What follows belongs to an exercise in optimizing a design on an open flow for small area, a short achievable clock period and few clock cycles; a production flow would make more cautious choices. In this exercise RTL edits were held to simulation tests only and were not proved equivalent to the original.

==> indigo <==
==> flow/design.v <==
package prts_pkg;
    localparam int ID_W        = 16;
    localparam int REP_W       = 16;
    localparam int IN_PERIOD_W = 24;
    localparam int MAX_RESULTS = 16;
    localparam int FIRE_CNT_W  = $clog2(MAX_RESULTS + 1);
    localparam int CMD_W       = 2 + REP_W + ID_W;
    localparam logic [1:0] MODE_ADD_PER = 2'd0;
    localparam logic [1:0] MODE_ADD_REP = 2'd1;
    localparam logic [1:0] MODE_CANCEL  = 2'd2;
    localparam logic [1:0] MODE_TICK    = 2'd3;
    localparam logic [2:0] KIND_ADDED     = 3'd0;
    localparam logic [2:0] KIND_FULL      = 3'd1;
    localparam logic [2:0] KIND_CANCELLED = 3'd2;
    localparam logic [2:0] KIND_UNKNOWN   = 3'd3;
    localparam logic [2:0] KIND_FIRED     = 3'd4;
    typedef struct packed {
        logic [1:0]       mode;
        logic [REP_W-1:0] reps;
        logic [ID_W-1:0]  cancel_id;
    } t_cmd;
    typedef struct packed {
        logic [2:0]      kind;
        logic [ID_W-1:0] id;
        logic            last;
    } t_res;
endpackage
module prts_front #(
    parameter int PERIOD_BITS = 24
) (
    input  logic                              i_clk,
    input  logic                              i_rst_n,
    input  logic                              start,
    input  logic [1:0]                        i_mode,
    input  logic [prts_pkg::IN_PERIOD_W-1:0]  i_period_ms,
    input  logic [prts_pkg::REP_W-1:0]        i_repeat_count,
    input  logic [prts_pkg::ID_W-1:0]         i_cancel_id,
    input  logic                              i_multi_n,      
    output logic                              o_busy,
    output logic                              o_h_tick,
    output logic                              o_h_add,
    output logic                              o_h_cancel,
    output logic                              o_h_per_mode,
    output logic [PERIOD_BITS-1:0]            o_h_arg,
    output logic [prts_pkg::REP_W-1:0]        o_h_reps
);
    logic [PERIOD_BITS-1:0] arg_c;
    logic                   valid_n;
    always_comb begin
        if (i_mode == prts_pkg::MODE_CANCEL) begin
            arg_c = PERIOD_BITS'(i_cancel_id);
        end else begin
            arg_c = i_period_ms[PERIOD_BITS-1:0];
        end
    end
    assign valid_n = o_busy || start;
    always_ff @(posedge i_clk) begin
        if (!i_rst_n) begin
            o_h_tick   <= 1'b0;
            o_h_add    <= 1'b0;
            o_h_cancel <= 1'b0;
            o_busy     <= 1'b0;
        end else begin
            if (!o_busy) begin
                o_h_tick   <= start && (i_mode == prts_pkg::MODE_TICK);
                o_h_add    <= start && (i_mode == prts_pkg::MODE_ADD_PER || i_mode == prts_pkg::MODE_ADD_REP);
                o_h_cancel <= start && (i_mode == prts_pkg::MODE_CANCEL);
            end
            o_busy <= valid_n && i_multi_n;
        end
    end
    always_ff @(posedge i_clk) begin
        if (!o_busy) begin
            o_h_per_mode <= (i_mode == prts_pkg::MODE_ADD_PER);
            o_h_arg      <= arg_c;
            o_h_reps     <= i_repeat_count;
        end
    end
endmodule
module prts_back #(
    parameter int NUM_SLOTS   = 16,
    parameter int PERIOD_BITS = 24
) (
    input  logic                       i_clk,
    input  logic                       i_rst_n,
    input  logic                       i_h_tick,
    input  logic                       i_h_add,
    input  logic                       i_h_cancel,
    input  logic                       i_h_per_mode,
    input  logic [PERIOD_BITS-1:0]     i_h_arg,
    input  logic [prts_pkg::REP_W-1:0] i_h_reps,
    output logic                       o_multi_n,
    output logic                       o_valid,
    output logic [2:0]                 o_kind,
    output logic [prts_pkg::ID_W-1:0]  o_id,
    output logic                       o_last
);
    localparam int NS = NUM_SLOTS;
    localparam int PB = PERIOD_BITS;
    localparam int IW = prts_pkg::ID_W;
    localparam int RW = prts_pkg::REP_W;
    logic [NS-1:0]    r_active;
    logic [NS-1:0]    r_periodic;
    logic [NS-1:0]    r_new;         
    logic [IW-1:0]    r_ident  [NS];
    logic [PB-1:0]    r_period [NS];
    logic [PB-1:0]    r_cd     [NS];
    logic [RW-1:0]    r_reps   [NS];
    logic [IW-1:0]    r_next_id;
    logic [NS-1:0]    r_fire;        
    logic             r_multi;       
    logic             r_res_valid;
    logic [2:0]       r_res_kind;
    logic [IW-1:0]    r_res_id;
    logic             do_tick;
    logic             do_add;
    logic             do_cancel;
    assign do_tick   = i_h_tick && !r_multi;
    assign do_add    = i_h_add && !r_multi;
    assign do_cancel = i_h_cancel && !r_multi;
    logic [NS-1:0]    fire;
    logic [NS-1:0]    rep_zero;
    logic [NS-1:0]    match;
    logic [NS-1:0]    add_sel;
    logic [NS-1:0]    can_sel;
    logic [NS-1:0]    free_v;
    always_comb begin
        for (int s = 0; s < NS; s++) begin
            fire[s]     = r_active[s] && (r_new[s] || (r_cd[s][PB-1:1] == '0));
            rep_zero[s] = (r_reps[s] == '0);
            match[s]    = r_active[s] && (r_ident[s] == i_h_arg[IW-1:0]);
        end
        free_v = ~r_active;
        add_sel = free_v & (~free_v + 1'b1);
        can_sel = match & (~match + 1'b1);
    end
    for (genvar s = 0; s < NS; s++) begin : g_slot
        always_ff @(posedge i_clk) begin
            if (!i_rst_n) begin
                r_active[s] <= 1'b0;
            end else if (do_add && add_sel[s]) begin
                r_active[s] <= 1'b1;
            end else if (do_cancel && can_sel[s]) begin
                r_active[s] <= 1'b0;
            end else if (do_tick && fire[s] && !r_periodic[s] && rep_zero[s]) begin
                r_active[s] <= 1'b0;
            end
        end
        always_ff @(posedge i_clk) begin
            if (do_add && add_sel[s]) begin
                r_periodic[s] <= i_h_per_mode;
                r_ident[s]    <= r_next_id;
                r_period[s]   <= i_h_arg;
            end
            if (do_add && add_sel[s]) begin
                r_new[s] <= 1'b1;
            end else if (do_tick) begin
                r_new[s] <= 1'b0;
            end
            if (do_tick) begin
                r_cd[s] <= fire[s] ? r_period[s] : (r_cd[s] - 1'b1);
            end
            if (do_add && add_sel[s]) begin
                r_reps[s] <= i_h_reps;
            end else if (do_tick && fire[s]) begin
                r_reps[s] <= r_reps[s] - 1'b1;
            end
        end
    end
    logic [NS-1:0]    f_low;
    logic [NS-1:0]    f_rest;
    logic [IW-1:0]    f_id;
    logic [NS-1:0]    fire_n;
    logic             multi_n;
    always_comb begin
        f_low  = r_fire & (~r_fire + 1'b1);
        f_rest = r_fire & ~f_low;
        f_id   = '0;
        for (int s = 0; s < NS; s++) begin
            f_id = f_id | ({IW{f_low[s]}} & r_ident[s]);
        end
        fire_n = do_tick ? fire : f_rest;
        multi_n = ((fire_n & (fire_n - 1'b1)) != '0);
    end
    assign o_multi_n = multi_n;
    always_ff @(posedge i_clk) begin
        if (!i_rst_n) begin
            r_fire      <= '0;
            r_multi     <= 1'b0;
            r_next_id   <= '0;
            r_res_valid <= 1'b0;
            o_valid     <= 1'b0;
        end else begin
            r_fire      <= fire_n;
            r_multi     <= multi_n;
            if (do_add && free_v != '0) begin
                r_next_id <= r_next_id + 1'b1;
            end
            r_res_valid <= do_add || do_cancel;
            o_valid     <= (r_fire != '0) || r_res_valid;
        end
    end
    always_ff @(posedge i_clk) begin
        if (do_add) begin
            if (free_v != '0) begin
                r_res_kind <= prts_pkg::KIND_ADDED;
                r_res_id   <= r_next_id;
            end else begin
                r_res_kind <= prts_pkg::KIND_FULL;
                r_res_id   <= '0;
            end
        end else begin
            r_res_kind <= (match != '0) ? prts_pkg::KIND_CANCELLED : prts_pkg::KIND_UNKNOWN;
            r_res_id   <= i_h_arg[IW-1:0];
        end
        if (r_fire != '0) begin
            o_kind <= prts_pkg::KIND_FIRED;
            o_id   <= f_id;
            o_last <= (f_rest == '0);
        end else begin
            o_kind <= r_res_kind;
            o_id   <= r_res_id;
            o_last <= 1'b1;
        end
    end
endmodule
module periodic_repeat_timer_scheduler #(
    parameter int NUM_SLOTS   = 16,
    parameter int PERIOD_BITS = 24
) (
    input  logic                              i_clk,
    input  logic                              i_rst_n,
    input  logic                              start,
    output logic                              busy,
    input  logic [1:0]                        i_mode,
    input  logic [prts_pkg::IN_PERIOD_W-1:0]  i_period_ms,
    input  logic [prts_pkg::REP_W-1:0]        i_repeat_count,
    input  logic [prts_pkg::ID_W-1:0]         i_cancel_id,
    output logic                              o_valid,
    output logic [2:0]                        o_kind,
    output logic [prts_pkg::ID_W-1:0]         o_result_id,
    output logic                              o_last
);
    logic                   h_tick;
    logic                   h_add;
    logic                   h_cancel;
    logic                   h_per_mode;
    logic [PERIOD_BITS-1:0] h_arg;
    logic [prts_pkg::REP_W-1:0] h_reps;
    logic                   multi_n;
    prts_front #(
        .PERIOD_BITS (PERIOD_BITS)
    ) u_front (
        .i_clk          (i_clk),
        .i_rst_n        (i_rst_n),
        .start          (start),
        .i_mode         (i_mode),
        .i_period_ms    (i_period_ms),
        .i_repeat_count (i_repeat_count),
        .i_cancel_id    (i_cancel_id),
        .i_multi_n      (multi_n),
        .o_busy         (busy),
        .o_h_tick       (h_tick),
        .o_h_add        (h_add),
        .o_h_cancel     (h_cancel),
        .o_h_per_mode   (h_per_mode),
        .o_h_arg        (h_arg),
        .o_h_reps       (h_reps)
    );
    prts_back #(
        .NUM_SLOTS   (NUM_SLOTS),
        .PERIOD_BITS (PERIOD_BITS)
    ) u_back (
        .i_clk       (i_clk),
        .i_rst_n     (i_rst_n),
        .i_h_tick    (h_tick),
        .i_h_add     (h_add),
        .i_h_cancel  (h_cancel),
        .i_h_per_mode(h_per_mode),
        .i_h_arg     (h_arg),
        .i_h_reps    (h_reps),
        .o_multi_n   (multi_n),
        .o_valid     (o_valid),
        .o_kind      (o_kind),
        .o_id        (o_result_id),
        .o_last      (o_last)
    );
endmodule
==> flow/run.sh <==
#!/bin/bash
# synth_recipe.tcl (not shown) runs the flow's synth.tcl, then flattens the netlist and writes it again
# the make line also repeats each setting of config.mk as NAME=value (left out here)
make -C /OpenROAD-flow-scripts/flow DESIGN_CONFIG=/design/flow/config.mk WORK_HOME=/design/flow/orfs CLKGATE_MAP_FILE= SYNTH_SCRIPT=/design/flow/synth_recipe.tcl finish
==> flow/config.mk <==
export PLATFORM = sky130hd
export DESIGN_NAME = periodic_repeat_timer_scheduler
export DESIGN_NICKNAME = periodic_repeat_timer_scheduler
export VERILOG_FILES = /design/flow/design.v
export SDC_FILE = /design/flow/constraint.sdc
export NUM_CORES = 4
export LEC_CHECK = 0
export CAP_MARGIN = 20
export CORE_MARGIN = 2
export CORE_UTILIZATION = 40
export SETUP_SLACK_MARGIN = 4.7
export SLEW_MARGIN = 20
==> flow/constraint.sdc <==
create_clock -name core_clock -period 7.5 [get_ports {i_clk}]
set_input_delay 1.5000 -clock core_clock [delete_from_list [all_inputs] [get_ports {i_clk}]]
set_output_delay 1.5000 -clock core_clock [all_outputs]
set_load 0.01 [all_outputs]
==> sierra: changes against indigo <==
==> flow/design.v, changed modules only <==
module prts_front #(
    parameter int PERIOD_BITS = 24
) (
    input  logic                              i_clk,
    input  logic                              i_rst_n,
    input  logic                              start,
    input  logic [1:0]                        i_mode,
    input  logic [prts_pkg::IN_PERIOD_W-1:0]  i_period_ms,
    input  logic [prts_pkg::REP_W-1:0]        i_repeat_count,
    input  logic [prts_pkg::ID_W-1:0]         i_cancel_id,
    input  logic                              i_multi,        
    input  logic                              i_multi_n,      
    output logic                              o_busy,
    output logic                              o_h_tick,
    output logic                              o_h_add,
    output logic                              o_h_cancel,
    output logic                              o_h_per_mode,
    output logic                              o_h_every,
    output logic [PERIOD_BITS-1:0]            o_h_arg,
    output logic [prts_pkg::REP_W-1:0]        o_h_reps
);
    logic [PERIOD_BITS-1:0] arg_c;
    logic                   valid_n;
    logic                   per_small;
    assign per_small = (i_period_ms[PERIOD_BITS-1:1] == '0);
    always_comb begin
        if (i_mode == prts_pkg::MODE_CANCEL) begin
            arg_c = PERIOD_BITS'(i_cancel_id);
        end else begin
            arg_c = i_period_ms[PERIOD_BITS-1:0];
        end
    end
    logic h_valid;
    logic hold;
    assign h_valid = o_h_tick || o_h_add || o_h_cancel;
    assign hold    = h_valid && i_multi;
    assign valid_n = hold || start;
    always_ff @(posedge i_clk) begin
        if (!i_rst_n) begin
            o_h_tick   <= 1'b0;
            o_h_add    <= 1'b0;
            o_h_cancel <= 1'b0;
            o_busy     <= 1'b0;
        end else begin
            if (!hold) begin
                o_h_tick   <= start && (i_mode == prts_pkg::MODE_TICK);
                o_h_add    <= start && (i_mode == prts_pkg::MODE_ADD_PER || i_mode == prts_pkg::MODE_ADD_REP);
                o_h_cancel <= start && (i_mode == prts_pkg::MODE_CANCEL);
            end
            o_busy <= valid_n && i_multi_n;
        end
    end
    always_ff @(posedge i_clk) begin
        if (!hold) begin
            o_h_per_mode <= (i_mode == prts_pkg::MODE_ADD_PER);
            o_h_every    <= per_small;
            o_h_arg      <= arg_c;
            o_h_reps     <= i_repeat_count;
        end
    end
endmodule
module prts_back #(
    parameter int NUM_SLOTS   = 16,
    parameter int PERIOD_BITS = 24
) (
    input  logic                       i_clk,
    input  logic                       i_rst_n,
    input  logic                       i_h_tick,
    input  logic                       i_h_add,
    input  logic                       i_h_cancel,
    input  logic                       i_h_per_mode,
    input  logic                       i_h_every,
    input  logic [PERIOD_BITS-1:0]     i_h_per,
    input  logic [prts_pkg::ID_W-1:0]  i_h_cid,
    input  logic [prts_pkg::REP_W-1:0] i_h_reps,
    output logic                       o_multi,
    output logic                       o_multi_n,
    output logic                       o_valid,
    output logic [2:0]                 o_kind,
    output logic [prts_pkg::ID_W-1:0]  o_id,
    output logic                       o_last
);
    localparam int NS = NUM_SLOTS;
    localparam int PB = PERIOD_BITS;
    localparam int IW = prts_pkg::ID_W;
    localparam int RW = prts_pkg::REP_W;
    logic [NS-1:0]    r_active;
    logic [NS-1:0]    r_periodic;
    logic [NS-1:0]    r_every;       
    logic [NS-1:0]    r_due;         
    logic [IW-1:0]    r_ident  [NS];
    logic [PB-1:0]    r_period [NS];
    logic [PB-1:0]    r_cd     [NS];
    logic [RW-1:0]    r_reps   [NS];
    logic [IW-1:0]    r_next_id;
    logic [NS-1:0]    r_fire;        
    logic [NS-1:0]    r_sel;         
    logic             r_multi;       
    logic             r_res_valid;
    logic [2:0]       r_res_kind;
    logic [IW-1:0]    r_res_id;
    logic             do_tick;
    logic             do_add;
    logic             do_cancel;
    assign do_tick   = i_h_tick && !r_multi;
    assign do_add    = i_h_add && !r_multi;
    assign do_cancel = i_h_cancel && !r_multi;
    assign o_multi_n = multi_n;
    assign o_multi   = r_multi;
    logic [NS-1:0]    fire;
    logic [NS-1:0]    rep_zero;
    logic [NS-1:0]    cd_two;
    logic [NS-1:0]    match;
    logic [NS-1:0]    add_sel;
    logic [NS-1:0]    can_sel;
    logic [NS-1:0]    free_v;
    always_comb begin
        for (int s = 0; s < NS; s++) begin
            fire[s]     = r_active[s] && r_due[s];
            rep_zero[s] = (r_reps[s] == '0);
            cd_two[s]   = (r_cd[s] == PB'(2));
            match[s]    = r_active[s] && (r_ident[s] == i_h_cid);
        end
        free_v  = ~r_active;
        add_sel = free_v & (~free_v + 1'b1);
        can_sel = match & (~match + 1'b1);
    end
    for (genvar s = 0; s < NS; s++) begin : g_slot
        always_ff @(posedge i_clk) begin
            if (!i_rst_n) begin
                r_active[s] <= 1'b0;
            end else if (do_add && add_sel[s]) begin
                r_active[s] <= 1'b1;
            end else if (do_cancel && can_sel[s]) begin
                r_active[s] <= 1'b0;
            end else if (do_tick && fire[s] && !r_periodic[s] && rep_zero[s]) begin
                r_active[s] <= 1'b0;
            end
        end
        always_ff @(posedge i_clk) begin
            if (do_add && add_sel[s]) begin
                r_periodic[s] <= i_h_per_mode;
                r_every[s]    <= i_h_every;
                r_ident[s]    <= r_next_id;
                r_period[s]   <= i_h_per;
            end
            if (do_add && add_sel[s]) begin
                r_due[s] <= 1'b1;
            end else if (do_tick) begin
                r_due[s] <= fire[s] ? r_every[s] : cd_two[s];
            end
            if (do_tick) begin
                r_cd[s] <= fire[s] ? r_period[s] : (r_cd[s] - 1'b1);
            end
            if (do_add && add_sel[s]) begin
                r_reps[s] <= i_h_reps;
            end else if (do_tick && fire[s]) begin
                r_reps[s] <= r_reps[s] - 1'b1;
            end
        end
    end
    logic [NS-1:0]    f_rest;
    logic [IW-1:0]    f_id;
    logic [NS-1:0]    fire_n;
    logic             multi_n;
    always_comb begin
        f_rest = r_fire & ~r_sel;
        f_id   = '0;
        for (int s = 0; s < NS; s++) begin
            f_id = f_id | ({IW{r_sel[s]}} & r_ident[s]);
        end
        fire_n  = do_tick ? fire : f_rest;
        multi_n = ((fire_n & (fire_n - 1'b1)) != '0);
    end
    always_ff @(posedge i_clk) begin
        if (!i_rst_n) begin
            r_fire      <= '0;
            r_sel       <= '0;
            r_multi     <= 1'b0;
            r_next_id   <= '0;
            r_res_valid <= 1'b0;
            o_valid     <= 1'b0;
        end else begin
            r_fire      <= fire_n;
            r_sel       <= fire_n & (~fire_n + 1'b1);
            r_multi     <= multi_n;
            if (do_add && free_v != '0) begin
                r_next_id <= r_next_id + 1'b1;
            end
            r_res_valid <= do_add || do_cancel;
            o_valid     <= (r_fire != '0) || r_res_valid;
        end
    end
    always_ff @(posedge i_clk) begin
        if (do_add) begin
            if (free_v != '0) begin
                r_res_kind <= prts_pkg::KIND_ADDED;
                r_res_id   <= r_next_id;
            end else begin
                r_res_kind <= prts_pkg::KIND_FULL;
                r_res_id   <= '0;
            end
        end else begin
            r_res_kind <= (match != '0) ? prts_pkg::KIND_CANCELLED : prts_pkg::KIND_UNKNOWN;
            r_res_id   <= i_h_cid;
        end
        if (r_fire != '0) begin
            o_kind <= prts_pkg::KIND_FIRED;
            o_id   <= f_id;
            o_last <= (f_rest == '0);
        end else begin
            o_kind <= r_res_kind;
            o_id   <= r_res_id;
            o_last <= 1'b1;
        end
    end
endmodule
module periodic_repeat_timer_scheduler #(
    parameter int NUM_SLOTS   = 16,
    parameter int PERIOD_BITS = 24
) (
    input  logic                              i_clk,
    input  logic                              i_rst_n,
    input  logic                              start,
    output logic                              busy,
    input  logic [1:0]                        i_mode,
    input  logic [prts_pkg::IN_PERIOD_W-1:0]  i_period_ms,
    input  logic [prts_pkg::REP_W-1:0]        i_repeat_count,
    input  logic [prts_pkg::ID_W-1:0]         i_cancel_id,
    output logic                              o_valid,
    output logic [2:0]                        o_kind,
    output logic [prts_pkg::ID_W-1:0]         o_result_id,
    output logic                              o_last
);
    logic                   h_tick;
    logic                   h_add;
    logic                   h_cancel;
    logic                   h_per_mode;
    logic                   h_every;
    logic [PERIOD_BITS-1:0] h_arg;
    logic [prts_pkg::REP_W-1:0] h_reps;
    logic                   multi;
    logic                   multi_n;
    prts_front #(
        .PERIOD_BITS (PERIOD_BITS)
    ) u_front (
        .i_clk          (i_clk),
        .i_rst_n        (i_rst_n),
        .start          (start),
        .i_mode         (i_mode),
        .i_period_ms    (i_period_ms),
        .i_repeat_count (i_repeat_count),
        .i_cancel_id    (i_cancel_id),
        .i_multi        (multi),
        .i_multi_n      (multi_n),
        .o_busy         (busy),
        .o_h_tick       (h_tick),
        .o_h_add        (h_add),
        .o_h_cancel     (h_cancel),
        .o_h_per_mode   (h_per_mode),
        .o_h_every      (h_every),
        .o_h_arg        (h_arg),
        .o_h_reps       (h_reps)
    );
    prts_back #(
        .NUM_SLOTS   (NUM_SLOTS),
        .PERIOD_BITS (PERIOD_BITS)
    ) u_back (
        .i_clk       (i_clk),
        .i_rst_n     (i_rst_n),
        .i_h_tick    (h_tick),
        .i_h_add     (h_add),
        .i_h_cancel  (h_cancel),
        .i_h_per_mode(h_per_mode),
        .i_h_every   (h_every),
        .i_h_per     (h_arg),
        .i_h_cid     (h_arg[prts_pkg::ID_W-1:0]),
        .i_h_reps    (h_reps),
        .o_multi     (multi),
        .o_multi_n   (multi_n),
        .o_valid     (o_valid),
        .o_kind      (o_kind),
        .o_id        (o_result_id),
        .o_last      (o_last)
    );
endmodule
--- a/flow/config.mk
+++ b/flow/config.mk
@@ -10,2 +10,4 @@
 export CORE_UTILIZATION = 40
+export CTS_CLUSTER_DIAMETER = 60
+export CTS_CLUSTER_SIZE = 25
 export SETUP_SLACK_MARGIN = 4.7
==> run notes <==
* Status: complete, no violations
* Setup ws final at 4.67 ns
* Via count at approximately 47000
* H-tree depth at 4
the above is filed under indigo

==> run notes <==
* Reg2Reg Depth at 6
* Status: complete, no violations
* Setup ws final at 4.70 ns
* Via count at between 40000 and 50000
* Fraction of area in multi-input gates at 31.4%
* Synth cell count leaders: edfxtp_1, nand2_1, o21ai_0
* Pins Over Slew Limit at 0
the above is filed under sierra

Testbench counts of indigo, summed over its fixed seeds: cycles 32,247.
Testbench counts of sierra, summed over its fixed seeds: cycles 32,247.

port drivers added, routing unchanged:
Ports are ideal in the flow. The routed layouts listed here were re-timed in OpenROAD.
Step 1, drivers: a clkbuf_16 drives i_clk and a buf_2 each remaining input, both assumed.
Step 2 also shifts input and output timing later by t, the mid clock arrival at the registers, as if the neighbouring blocks saw the same clock.
Three values: ideal, step 1, step 2; two values: the first two.
run	t (ns)	slack for setup (ns)	cell pins on the clock port's net
indigo	0.888	4.671 / 4.586 / 3.894	1
sierra	0.873	4.696 / 4.610 / 4.122	1
After both steps every run listed still meets setup and hold. The setup slack of indigo, which loses most, moves by -0.085 ns with the drivers and by -0.777 ns with both steps.
